This is an optimization exercise on Yosys and OpenROAD, whose aim is small area and a short achievable clock period, not a production implementation. At most, simulation tests tie the RTL to the original design; equivalence was not proved. Power is estimated from default activity; no workload was simulated.

==> flow/design.v (excerpt) <==
module mul_unit (
    input  logic           clk,
    input  logic           rst_n,
    input  mul_pkg::op_t   op,
    input  mul_pkg::word_t mul_in_a,
    input  mul_pkg::word_t mul_in_b,
    output logic           mul_out_valid,
    output mul_pkg::word_t mul_out
);
For scale: roughly 3000 cells after synthesis, ~31000 um2 of cells after synthesis.
export LEC_CHECK = 0
export ABC_AREA = 1
export CAP_MARGIN = 50
export CORE_MARGIN = 2
export CORE_UTILIZATION = 55
export CTS_CLUSTER_DIAMETER = 200
export CTS_CLUSTER_SIZE = 20
export PLACE_DENSITY = 0.65
export SLEW_MARGIN = 75
create_clock -name core_clock -period 20.0 [get_ports {clk}]
standard.sh (not shown) runs the stock make flow with config.mk's settings and CLKGATE_MAP_FILE= SYNTH_SCRIPT=/design/flow/synth_recipe.tcl, a recipe that flattens the netlist after the stock synthesis.
==> flow/flow/run.sh <==
#!/bin/bash
# The standard layout (the standard.sh, ORFS from the unchanged standard synthesis
# through finish) with two changes:
#  1. after synthesis, polarity2.py re-chooses where the netlist's inverters go around
#     its full adders (a full adder is self-dual, so an adder whose inputs and outputs
#     all pass through inverters can drop them); registers are untouched and the
#     netlist's function is unchanged.
#  2. the buffers ORFS puts on every input and output port are sky130_fd_sc_hd__buf_2
#     instead of the cell buffer_ports picks by default (clkdlybuf4s50_1, a delay cell
#     that is both larger and slower).
# Each tool's full output goes to a log of its own in this folder: run_synth.log,
# run_polarity.log, run_layout.log (ORFS's per-step logs stay under orfs/logs/).
set -euo pipefail
cd "$(dirname "$0")/.."
PORTBUF="BUFFER_PORTS_ARGS=-buffer_cell sky130_fd_sc_hd__buf_2"
bash standard.sh "$PORTBUF" synth > run_synth.log 2>&1
RES=orfs/results/${FLOW_PLATFORM}/mul_unit/base
cp "$RES/1_2_yosys.v" run_1_2_yosys_standard.v
python3 flow/polarity2.py run_1_2_yosys_standard.v "$RES/1_2_yosys.v" > run_polarity.log 2>&1
# make rebuilds 1_synth.odb from the rewritten netlist
rm -f "$RES/1_synth.odb" "$RES/1_synth.sdc"
touch "$RES/1_2_yosys.v"
bash standard.sh "$PORTBUF" finish > run_layout.log 2>&1
test -f out/final.def
Other scripts of this flow, unchanged in this note and not shown: flow/flow/polarity2.py
Change:
Settings changed: CAP_MARGIN 50 to 30, SLEW_MARGIN 75 to 50.
The changed run produced a clean layout.
Final cell count came out lower by 0.32%.
Final area falls by 2.5%.
Sequential cell count is unchanged.
Core utilization fell by 1.5 points.
Worst setup slack gets worse by 11 ps.
Synthesized area is unchanged.
First-iteration DRC count rose by 3.3%.
Wire length went down by 1.2%.
Clock-buffer cell count drops by 3.
Global-route usage came out lower by 0.40 points.
Critical path depth stays the same.
Change:
Settings changed: CORE_UTILIZATION 55 to 65, PLACE_DENSITY 0.65 to 0.75.
Outcome: The new run passed the timing, DRC and antenna checks. Non-clock buffer count rises by 5. Global-route usage rises by 5.5 points. Sequential power hardly moves. Sequential cell count stays the same. Core utilization goes up by 10 points. Combinational power falls by about 1%. Clock skew is higher by 25 ps. Setup slack gains 19 ps. Final cell count decreases by 3.7%. Fmax goes up by about 0.4%.
Change:
Settings changed: CAP_MARGIN 30 to 25, CORE_UTILIZATION 65 to 55, PLACE_DENSITY 0.75 to 0.65, SLEW_MARGIN 50 to 40.
Cell area went up slightly.
Setup slack improved by 10 ps.
Global-route usage is lower by 5.4 points.
Power grows slightly.

Another version of the RTL of mul_unit (not shown whole).
Size: about 3100 cells after synthesis, about 31000 sq um of cells after synthesis.
Settings: LEC_CHECK=0, ABC_AREA=1, CAP_MARGIN=50, CORE_MARGIN=2, CORE_UTILIZATION=40, SLEW_MARGIN=75; clock period 20.0 ns.
==> flow/flow/polarity2.py <==
#!/usr/bin/env python3
"""Re-choose inverter placement around full adders in a mapped sky130 netlist.

A full adder is self-dual: FA(~a, ~b, ~c) = (~sum, ~cout); and an xor2 becomes an
xnor2 by complementing its output. Yosys's extract_fa leaves many adders whose inputs
and outputs all pass through inverters. This pass removes the netlist's inverters
(except those at ports), chooses for each full adder and xor2/xnor2 whether to use it
complemented so as to need as few inverters as possible (local search), and puts back
one inverter per signal that some load needs complemented. Registers and every other
cell stay as they are, and the netlist's function is unchanged.

usage: polarity2.py IN.v OUT.v
"""
import math
import random
import re
import sys

P = "sky130_fd_sc_hd__"
OUT_PINS = {"X", "Y", "Q", "Q_N", "SUM", "COUT", "HI", "LO"}
INV = {P + "inv_1", P + "inv_2", P + "inv_4", P + "inv_6", P + "inv_8",
       P + "clkinv_1", P + "clkinv_2", P + "clkinv_4"}
FA = {P + "fa_1", P + "fa_2", P + "fa_4"}
XSWAP = {P + "xor2_1": P + "xnor2_1", P + "xnor2_1": P + "xor2_1",
         P + "xor2_2": P + "xnor2_2", P + "xnor2_2": P + "xor2_2",
         P + "xor2_4": P + "xnor2_4", P + "xnor2_4": P + "xor2_4"}

src = open(sys.argv[1]).read()
cell_re = re.compile(r"^  (\S+) (\S+(?: )?) \((.*?)\n  \);\n", re.S | re.M)
pin_re = re.compile(r"\.(\w+)\(([^()]*)\)")
m = list(cell_re.finditer(src))
head = src[:m[0].start()]
tail = src[m[-1].end():]
for a, b in zip(m, m[1:]):
    assert src[a.end():b.start()].strip() == "", src[a.end():b.start()][:200]

cells = {}
order = []
for x in m:
    typ, name, body = x.group(1), x.group(2).strip(), x.group(3)
    pins = {p: n.strip() for p, n in pin_re.findall(body)}
    cells[name] = [typ, pins]
    order.append(name)

ports = set()
for hi, lo, nm in re.findall(r"^\s*(?:input|output)\s+(?:\[(\d+):(\d+)\]\s+)?(\S+);", head, re.M):
    if hi:
        ports.update(f"{nm}[{i}]" for i in range(int(lo), int(hi) + 1))
    else:
        ports.add(nm)

drv = {}
for name, (typ, pins) in cells.items():
    for p, n in pins.items():
        if p in OUT_PINS:
            drv[n] = (name, p)

# inverters this pass may remove: not touching a port
I = {c for c, (t, pins) in cells.items()
     if t in INV and pins["A"] not in ports and pins["Y"] not in ports}

def source(n):
    par = 0
    while n in drv and drv[n][0] in I:
        n = cells[drv[n][0]][1]["A"]
        par ^= 1
    return n, par

def flippable(c):
    t, pins = cells[c]
    if t not in FA and t not in XSWAP:
        return False
    return all(n not in ports for p, n in pins.items() if p in OUT_PINS)

# signals: net -> list of (cell, pin, parity)
loads = {}
for c, (t, pins) in cells.items():
    if c in I:
        continue
    for p, n in pins.items():
        if p in OUT_PINS:
            continue
        s, par = source(n)
        loads.setdefault(s, []).append((c, p, par))

var = {c: 0 for c in cells if c not in I and flippable(c)}
# signals each variable touches
touch = {c: set() for c in var}
for s, ld in loads.items():
    d = drv.get(s)
    if d and d[0] in var:
        touch[d[0]].add(s)
    for c, p, par in ld:
        if c in var and cells[c][0] in FA:
            touch[c].add(s)

def cost(s):
    d = drv.get(s)
    prod = var.get(d[0], 0) if d else 0
    for c, p, par in loads[s]:
        need = par ^ (var[c] if c in var and cells[c][0] in FA else 0)
        if need != prod:
            return 1
    return 0

total = sum(cost(s) for s in loads)
start = total
best = total
best_var = dict(var)
names = sorted(var)
rng = random.Random(1)
T = 0.6
steps = 60 * len(names)
for k in range(steps):
    c = rng.choice(names)
    sig = touch[c]
    before = sum(cost(s) for s in sig)
    var[c] ^= 1
    after = sum(cost(s) for s in sig)
    d = after - before
    temp = T * (1 - k / steps) + 1e-3
    if d <= 0 or rng.random() < math.exp(-d / temp):
        total += d
        if total < best:
            best = total
            best_var = dict(var)
    else:
        var[c] ^= 1
var = best_var
n_removed = len(I)
print(f"polarity2: inverters {n_removed} removable, {start} before search, {best} after",
      file=sys.stderr)

# rebuild
for c in I:
    del cells[c]
order = [c for c in order if c not in I]
new_wires = []
cnt = [0]
inv_net = {}
def inverted(s):
    if s not in inv_net:
        cnt[0] += 1
        y = f"_pol{cnt[0]}_"
        new_wires.append(y)
        name = f"_polinv{cnt[0]}_"
        cells[name] = [P + "inv_1", {"A": s, "Y": y}]
        order.append(name)
        inv_net[s] = y
    return inv_net[s]

for s, ld in loads.items():
    d = drv.get(s)
    prod = var.get(d[0], 0) if d else 0
    for c, p, par in ld:
        need = par ^ (var[c] if c in var and cells[c][0] in FA else 0)
        cells[c][1][p] = s if need == prod else inverted(s)

for c, v in var.items():
    if v and cells[c][0] in XSWAP:
        t, pins = cells[c]
        nt = XSWAP[t]
        op = [p for p in pins if p in OUT_PINS][0]
        np = "Y" if "xnor" in nt else "X"
        net = pins.pop(op)
        pins[np] = net
        cells[c][0] = nt

out = [head.rstrip("\n")]
for w in new_wires:
    out.append(f"  wire {w};")
def esc(n):
    return n + " " if n.startswith("\\") else n
for name in order:
    typ, pins = cells[name]
    body = ",\n".join(f"    .{p}({esc(n)})" for p, n in pins.items())
    out.append(f"  {typ} {esc(name)} (\n{body}\n  );")
out.append(tail.lstrip("\n"))
open(sys.argv[2], "w").write("\n".join(out))
Scripts as last shown in full above: flow/flow/run.sh
The baseline finished with timing, DRC and antenna clean.
Then changed:
--- a/flow/flow/polarity2.py
+++ b/flow/flow/polarity2.py
@@ -112,2 +112,2 @@
-T = 0.6
-steps = 60 * len(names)
+T = 3.0
+steps = 1000 * len(names)
--- a/flow/config.mk
+++ b/flow/config.mk
@@ -9 +9 @@
-export CAP_MARGIN = 50
+export CAP_MARGIN = 30
@@ -11,2 +11,5 @@
-export CORE_UTILIZATION = 40
-export SLEW_MARGIN = 75
+export CORE_UTILIZATION = 55
+export CTS_CLUSTER_DIAMETER = 200
+export CTS_CLUSTER_SIZE = 20
+export PLACE_DENSITY = 0.65
+export SLEW_MARGIN = 50
=> The changed run finished clean; first-iteration DRC count rises by roughly a tenth; count of clock-buffer cells in the layout fell by 38; cell area decreases by a few percent; via count goes up slightly; power is lower by roughly a tenth; critical path depth stays the same; sequential cell count stays the same; clock power fell by well over a third; final cell count shrinks by roughly a tenth; global-route usage went up by 11 points.

Another version of the RTL of mul_unit (not shown whole).
Size: ~4300 cells after synthesis, roughly 110 I/O pins.
==> flow/config.mk <==
export PLATFORM = sky130hd
export DESIGN_NAME = mul_unit
export DESIGN_NICKNAME = mul_unit
export VERILOG_FILES = /design/flow/design.v
export SDC_FILE = /design/flow/constraint.sdc
export NUM_CORES = 4
export LEC_CHECK = 0
export ABC_AREA = 1
export CAP_MARGIN = 50
export CORE_MARGIN = 2
export CORE_UTILIZATION = 60
export PLACE_DENSITY = 0.7
export SLEW_MARGIN = 75
==> flow/constraint.sdc <==
create_clock -name core_clock -period 20.0 [get_ports {clk}]
set_input_delay 4.0000 -clock core_clock [delete_from_list [all_inputs] [get_ports {clk}]]
set_output_delay 4.0000 -clock core_clock [all_outputs]
set_load 0.01 [all_outputs]
run.sh (not shown) runs the stock make flow with config.mk's settings and CLKGATE_MAP_FILE= SYNTH_SCRIPT=/design/flow/synth_recipe.tcl, a recipe that flattens the netlist after the stock synthesis.
Stock flow here: none of the scripts above is used.
The first run ran to the end with no violations.
==> next run, changes <==
--- a/flow/config.mk
+++ b/flow/config.mk
@@ -7,7 +7,6 @@
 export LEC_CHECK = 0
 export ABC_AREA = 1
-export CAP_MARGIN = 50
+export CAP_MARGIN = 20
 export CORE_MARGIN = 2
-export CORE_UTILIZATION = 60
-export PLACE_DENSITY = 0.7
-export SLEW_MARGIN = 75
+export CORE_UTILIZATION = 40
+export SLEW_MARGIN = 20
What happened: The new run produced a clean layout; non-clock buffer count fell by 22; worst setup slack got worse by 440 ps; utilization fell by 23 points; flip-flop and latch count is unchanged; total power fell by 1.4%; clock power rose by about 2%; via count fell by 1.8%; maximum frequency fell by 7.4%; cell count rose by 7.3%.
Function was not checked in any run of this note: the RTL went through the layout flow alone.

mul_unit, a different RTL version from the one above (not shown whole).
Size: about 330 flip-flops, ~110 I/O pins, roughly 31,000 um^2 of cells after synthesis.
make LEC_CHECK=0 ABC_AREA=1 CAP_MARGIN=50 CORE_MARGIN=2 CORE_UTILIZATION=40 SLEW_MARGIN=75 finish   # period 20.0 ns
Then changed:
==> flow/flow/run.sh (new file) <==
#!/bin/bash
# The standard layout (the standard.sh: ORFS synthesis through finish, unchanged
# synthesis), with one change: the buffers that ORFS puts on every input and output port
# are sky130_fd_sc_hd__buf_2 instead of the cell buffer_ports picks by default
# (clkdlybuf4s50_1, a delay cell that is both larger and slower).
# make's full output goes to run_standard.log in this folder; ORFS's own per-step logs
# stay under orfs/logs/.
set -euo pipefail
cd "$(dirname "$0")/.."
bash standard.sh BUFFER_PORTS_ARGS="-buffer_cell sky130_fd_sc_hd__buf_2" finish > run_standard.log 2>&1
test -f out/final.def
==> flow/standard.sh (new file) <==
#!/bin/bash
# synth_recipe.tcl (not shown) runs the flow's synth.tcl, then flattens the netlist and writes it again
# the make line also repeats each setting of config.mk as NAME=value (left out here)
make -C /OpenROAD-flow-scripts/flow DESIGN_CONFIG=/design/flow/config.mk WORK_HOME=/design/flow/orfs CLKGATE_MAP_FILE= SYNTH_SCRIPT=/design/flow/synth_recipe.tcl "${@:-finish}"
removed: flow/run.sh
Outcome:
- The changed run completed without violations
- sequential power stays flat
- worst setup slack gains 0.40 ns
- cell count is about the same
- hold slack loses 0.0061 ns
- total power came out higher by 1.4%
- count of clock-buffer cells in the layout came out higher by 5

mul_unit with an RTL version that a note above also has.
Size: roughly 3000 cells after synthesis, about 110 I/O pins, roughly 0.031 sq mm of cells after synthesis.
clock: 20.0 ns
lec_check: 0
abc_area: 1
cap_margin: 50
core_margin: 2
core_utilization: 55
cts_cluster_diameter: 200
cts_cluster_size: 20
place_density: 0.65
slew_margin: 75
standard.sh (not shown) runs the stock make flow with config.mk's settings and CLKGATE_MAP_FILE= SYNTH_SCRIPT=/design/flow/synth_recipe.tcl, a recipe that flattens the netlist after the stock synthesis.
==> flow/flow/run.sh <==
#!/bin/bash
# The standard layout (the standard.sh, ORFS from the unchanged standard synthesis
# through finish) with two changes:
#  1. after synthesis, polarity2.py re-chooses where the netlist's inverters go around
#     its full adders (a full adder is self-dual, so an adder whose inputs and outputs
#     all pass through inverters can drop them); registers are untouched and the
#     netlist's function is unchanged.
#  2. the buffers ORFS puts on every input and output port are sky130_fd_sc_hd__buf_2
#     instead of the cell buffer_ports picks by default (clkdlybuf4s50_1, a delay cell
#     that is both larger and slower).
# Each tool's full output goes to a log of its own in this folder: run_synth.log,
# run_polarity.log, run_layout.log (ORFS's per-step logs stay under orfs/logs/).
set -euo pipefail
cd "$(dirname "$0")/.."
PORTBUF="BUFFER_PORTS_ARGS=-buffer_cell sky130_fd_sc_hd__buf_2"
bash standard.sh "$PORTBUF" synth > run_synth.log 2>&1
RES=orfs/results/${FLOW_PLATFORM}/mul_unit/base
cp "$RES/1_2_yosys.v" run_1_2_yosys_standard.v
python3 flow/polarity2.py run_1_2_yosys_standard.v "$RES/1_2_yosys.v" > run_polarity.log 2>&1
# make rebuilds 1_synth.odb from the rewritten netlist
rm -f "$RES/1_synth.odb" "$RES/1_synth.sdc"
touch "$RES/1_2_yosys.v"
bash standard.sh "$PORTBUF" finish > run_layout.log 2>&1
test -f out/final.def
Other scripts of this flow, unchanged in this note and not shown: flow/flow/polarity2.py
The baseline finished with timing, DRC and antenna clean.
Then changed:
Settings changed: CORE_UTILIZATION 55 to 40, PLACE_DENSITY 0.65 to default.
What happened: The changed run went through all stages and came out clean. Power fell by 0.91%. Clock power rose by about 0.9%. Count of clock-buffer cells in the layout fell by 1. Setup slack got worse by 0.024 ns.
Then changed:
Settings changed: CTS_CLUSTER_DIAMETER 200 to 120, CTS_CLUSTER_SIZE 20 to 24.
Result: The changed run ran to the end with no violations. Worst hold slack improved by 0.0061 ns. Clock power came out higher by roughly a tenth. Power climbs slightly. Combinational power barely changes. Routed wire length fell slightly. Global-route usage is about the same. Worst setup slack loses 0.012 ns. First-iteration DRC count grows by about a fifth.
Then changed:
Settings changed: CAP_MARGIN 50 to 20, CTS_CLUSTER_DIAMETER 120 to default, CTS_CLUSTER_SIZE 24 to default, SLEW_MARGIN 75 to 20.
Result: The changed run went through all stages and came out clean; cell area is about the same; cell count came out higher slightly; clock power came out higher by well over a third; utilization hardly moves.

## port drivers added, routing unchanged
In the flow no input, the clock included, has a driving cell. The finished layouts below were timed again as built, in two steps. Step 1 (the two cells are an assumption about what drives the block):
set clk [get_ports {clk}]
set_driving_cell -lib_cell sky130_fd_sc_hd__clkbuf_16 $clk
set_driving_cell -lib_cell sky130_fd_sc_hd__buf_2 [delete_from_list [all_inputs] $clk]
Step 2 adds t to the input delays and takes it off the output delays; t is the mean of the earliest and latest rising clock arrival at the registers after step 1. Input paths then give back, and output paths get back, about the clock's delay inside the block. Three values: ideal, step 1, step 2; two values: the first two.
| run | t (ns) | setup WS [ns] | clock arrival spread, ns | slew at the worst register clock pin (ns) | worst data-port slew with drivers (ns) |
|---|---|---|---|---|---|
| the first run of note 1 | 0.631 | 14.968 / 14.907 / 14.953 | 0.061 / 0.060 | 0.10 / 0.10 | 0.05 |
| the second run of note 1 | 0.637 | 14.957 / 14.894 / 14.842 | 0.045 / 0.045 | 0.10 / 0.10 | 0.06 |
| the third run of note 1 | 0.627 | 14.976 / 14.916 / 14.777 | 0.070 / 0.071 | 0.11 / 0.11 | 0.05 |
| the fourth run of note 1 | 0.625 | 14.986 / 14.927 / 14.843 | 0.079 / 0.079 | 0.11 / 0.11 | 0.05 |
| the first run of note 2 | 0.666 | 14.932 / 14.864 / 14.979 | 0.056 / 0.057 | 0.07 / 0.07 | 0.05 |
| the second run of note 2 | 0.639 | 14.960 / 14.896 / 14.802 | 0.076 / 0.076 | 0.11 / 0.11 | 0.05 |
| the first run of note 3 | 0.635 | 14.549 / 14.490 / 14.684 | 0.046 / 0.045 | 0.07 / 0.07 | 0.06 |
| the second run of note 3 | 0.660 | 14.112 / 14.112 / 14.112 | 0.034 / 0.034 | 0.07 / 0.07 | 0.06 |
| the first run of note 4 | 0.649 | 14.550 / 14.485 / 14.659 | 0.039 / 0.039 | 0.06 / 0.06 | 0.08 |
| the second run of note 4 | 0.650 | 14.945 / 14.897 / 14.945 | 0.050 / 0.050 | 0.06 / 0.06 | 0.07 |
| the first run of note 5 | 0.650 | 14.974 / 14.908 / 14.909 | 0.092 / 0.093 | 0.11 / 0.11 | 0.05 |
| the second run of note 5 | 0.647 | 14.949 / 14.885 / 14.954 | 0.058 / 0.059 | 0.11 / 0.11 | 0.06 |
| the third run of note 5 | 0.632 | 14.937 / 14.878 / 14.997 | 0.044 / 0.044 | 0.11 / 0.11 | 0.06 |
| the fourth run of note 5 | 0.655 | 14.934 / 14.875 / 14.895 | 0.035 / 0.035 | 0.08 / 0.08 | 0.05 |
After both steps setup and hold are still met in every run listed. For the third run of note 1, which loses most, drivers alone change the setup slack by -0.060 ns; drivers and shift together by -0.199 ns.
